Background: an optimization exercise with open tools, aiming at a short achievable clock period and few clock cycles. Do not read the settings as production practice.
The RTL was checked by simulation tests, not by an equivalence proof against the original design.
No activity file was given, so power comes from the tool's default toggle rates.

==> run a <==
## riscv_core
module riscv_core (
	input  logic        clk,
	input  logic        nrst,         
	output logic        mem_valid,
	input  logic        mem_ready,
	output logic [31:0] mem_addr,
	output logic        mem_we,
	output logic [31:0] mem_wdata,
	input  logic        mem_rvalid,
	input  logic [31:0] mem_rdata
);
export LEC_CHECK = 0
export ABC_CLOCK_PERIOD_IN_PS = 2500
export CAP_MARGIN = 20
export CORE_MARGIN = 2
export CORE_UTILIZATION = 55
export CTS_CLUSTER_DIAMETER = 70
export CTS_CLUSTER_SIZE = 25
export SETUP_SLACK_MARGIN = 4.75
export SLEW_MARGIN = 20
create_clock -name core_clock -period 7.5 [get_ports {clk}]
run.sh (not shown) runs the stock make flow with config.mk's settings and CLKGATE_MAP_FILE= SYNTH_SCRIPT=/design/flow/synth_recipe.tcl, a recipe that flattens the netlist after the stock synthesis.
==> run b (differences from run a) <==
CTS_CLUSTER_DIAMETER = 80   (was 70)
CTS_CLUSTER_SIZE = 30   (was 25)
==> impl_metrics.yaml <==
run_status:
  status: "timing/DRC/antenna clean"
route:
  route.layer.met1.wl_um: 135000
  detailroute.via_count: 69037
  drt_pass1_iterations: 17
global_routing:
  grtUsageTotal_pct: 51.9
  globalRouteMet2Util_pct: 67.5
layout:
  layout.non_clock_buffers: 498
  multi_input_comb_area_mm2: 0.0326
  area.sequential_mm2: 0.0492
sta:
  fin_hold_ws_ps: 438
  max_freq_mhz: 337
power_and_ir_drop:
  pg_clk_mw: 7.31
  static_leakage_nw: 32.3
  power.share.clock_pct: 38.0
setup_path:
  worst_flop_to_flop_path_endpoint: "e_p[12]"
The numbers above come from run a.

==> impl_metrics.yaml <==
route:
  detailroute.via_count: 69022
  drt_pass1_iterations: 14
power_and_ir_drop:
  pg_clk_mw: 6.36
  power.share.clock_pct: 34.8
  static_leakage_nw: 31.8
sta:
  fin_hold_ws_ps: 439
run_status:
  status: "timing/DRC/antenna clean"
global_routing:
  grtUsageTotal_pct: 51.7
layout:
  layout.non_clock_buffers: 485
The numbers above come from run b.

Testbench counts of run a, summed over its fixed seeds: cycles 27,346.
Testbench counts of run b, summed over its fixed seeds: cycles 27,346.


==> branch delta <==
Another version of the RTL of riscv_core (not shown whole).
clock: 7.5 ns
lec_check: 0
abc_clock_period_in_ps: 2500
cap_margin: 20
core_margin: 2
core_utilization: 55
cts_cluster_diameter: 70
cts_cluster_size: 25
setup_slack_margin: 4.75
slew_margin: 20
==> branch lagoon: changes against branch delta <==
PLACE_DENSITY = 0.7   (was not set)
SETUP_SLACK_MARGIN = 4.8   (was 4.75)
==> notes <==
- Branch delta finished but fails on antenna violations. Branch lagoon went through all stages and came out clean.
- In flip-flop and latch count, branch lagoon and branch delta do not differ.
- Against branch delta, the global-route usage of branch lagoon is lower by 2.8 points.
- In design area, branch delta and branch lagoon hardly differ.
- Via count: branch lagoon is higher than branch delta (about 1.1%).
Testbench counts of branch delta, summed over its fixed seeds: cycles 27,346.
Testbench counts of branch lagoon, summed over its fixed seeds: cycles 27,346.


==> 01-21: inputs <==
Starting RTL as in the previous note.
clock: 7.5 ns
lec_check: 0
abc_clock_period_in_ps: 2500
cap_margin: 20
core_margin: 2
core_utilization: 62
cts_cluster_diameter: 70
cts_cluster_size: 25
setup_slack_margin: 4.8
slew_margin: 20
==> 04-13: changes against 01-21 <==
--- a/flow/config.mk
+++ b/flow/config.mk
@@ -9,5 +9,5 @@
 export CAP_MARGIN = 20
 export CORE_MARGIN = 2
-export CORE_UTILIZATION = 62
+export CORE_UTILIZATION = 55
 export CTS_CLUSTER_DIAMETER = 70
 export CTS_CLUSTER_SIZE = 25
==> 11-06: changes against 01-21 <==
--- a/flow/config.mk
+++ b/flow/config.mk
@@ -9,7 +9,8 @@
 export CAP_MARGIN = 20
 export CORE_MARGIN = 2
-export CORE_UTILIZATION = 62
+export CORE_UTILIZATION = 58
 export CTS_CLUSTER_DIAMETER = 70
 export CTS_CLUSTER_SIZE = 25
+export PLACE_DENSITY = 0.65
 export SETUP_SLACK_MARGIN = 4.8
 export SLEW_MARGIN = 20
==> notes.md <==
quantity                                                                   11-06                    04-13                    01-21
First-pass iteration count of the detailed router                             17                       13                       12
Run status                                               complete, no violations  complete, no violations  complete, no violations
Path length in cells of the critical path                                      6                        5                        6
Number of gates resized after cts                                            425                      440                      454
Clk pwr share                                                              28.5%                    28.8%                    28.8%
Row Count                                                                    145                      149                      140
Die extent in y                                                           401 um                   412 um                   388 um
Final worst slack                                                        4.59 ns                  4.60 ns                  4.59 ns
Power of the clock network                                               8.19 mW                  8.36 mW                  8.37 mW
Global-route layer with the greatest usage                                  met2                     met1                     met1
Width of the die                                                          401 um                   412 um                   388 um
Portion of the layout cell area used by clock cells                        4.52%                    4.67%                    4.75%
GR Util All Layers                                                         49.2%                    48.4%                    52.0%
P_comb                                                                   5.67 mW                  5.88 mW                  5.87 mW
Worst min-delay path endpoint                                 w2_res[27]$_DFF_P_       e_alu[4]$_DFFE_PN_       o_imm[6]$_DFFE_PP_
Final core occ                                                             64.6%                    61.3%                    69.0%
Sequential group power                                                   14.9 mW                  14.8 mW                  14.9 mW
Worst Hold Slack                                                        0.361 ns                 0.418 ns                 0.422 ns
Capture instance of the worst register-to-register path         o_v1[23]$_DFF_P_         o_v2[23]$_DFF_P_         o_v2[24]$_DFF_P_
Worst setup skew after layout                                          0.0340 ns                0.0415 ns                0.0297 ns
Worst-path maximum fanout                                                     19                       21                       21
Storage element area                                                0.0566 sq mm             0.0566 sq mm             0.0566 sq mm
Fin area                                                             0.101 sq mm              0.101 sq mm              0.101 sq mm
Slew headroom                                                              4.88%                    13.8%                    7.14%
Worst setup slack before clock tree synthesis                            2.94 ns                  2.94 ns                  3.03 ns
Power per unit of standard cell area                                 285 mW/mm^2              287 mW/mm^2              289 mW/mm^2
Testbench counts of 01-21, summed over its fixed seeds: cycles 27,346.
Testbench counts of 04-13, summed over its fixed seeds: cycles 27,346.
Testbench counts of 11-06, summed over its fixed seeds: cycles 27,346.

re-timing with driven ports:
No port has a modelled driver above. Below, the same layouts with a new extraction and two added sets of constraints.
Step 1 (the two cells are an assumption about what drives the block):
set clk [get_ports {clk}]
set_driving_cell -lib_cell sky130_fd_sc_hd__clkbuf_16 $clk
set_driving_cell -lib_cell sky130_fd_sc_hd__buf_2 [delete_from_list [all_inputs] $clk]
Step 2 times the ports against the registers' clock, not the clock port: input delays grow and output delays shrink by t, the midpoint of the rising clock arrivals with the driver on.
Three values: ideal, step 1, step 2; two values: the first two.
| run | t, ns | setup slack, ns | hold slack, ns |
|---|---|---|---|
| run a | 0.875 | 4.532 / 4.532 / 4.029 | 0.438 / 0.438 / 0.438 |
| run b | 0.857 | 4.569 / 4.569 / 4.025 | 0.439 / 0.439 / 0.439 |
| branch delta | 0.909 | 4.528 / 4.528 / 4.137 | 0.419 / 0.419 / 0.419 |
| branch lagoon | 0.897 | 4.559 / 4.559 / 4.054 | 0.359 / 0.359 / 0.359 |
| 01-21 | 0.901 | 4.591 / 4.591 / 4.017 | 0.422 / 0.422 / 0.422 |
| 04-13 | 0.893 | 4.605 / 4.605 / 4.027 | 0.418 / 0.418 / 0.418 |
| 11-06 | 0.871 | 4.588 / 4.588 / 4.117 | 0.361 / 0.361 / 0.361 |
For 04-13, which loses most, drivers alone change the setup slack by 0.000 ns; drivers and shift together by -0.578 ns.
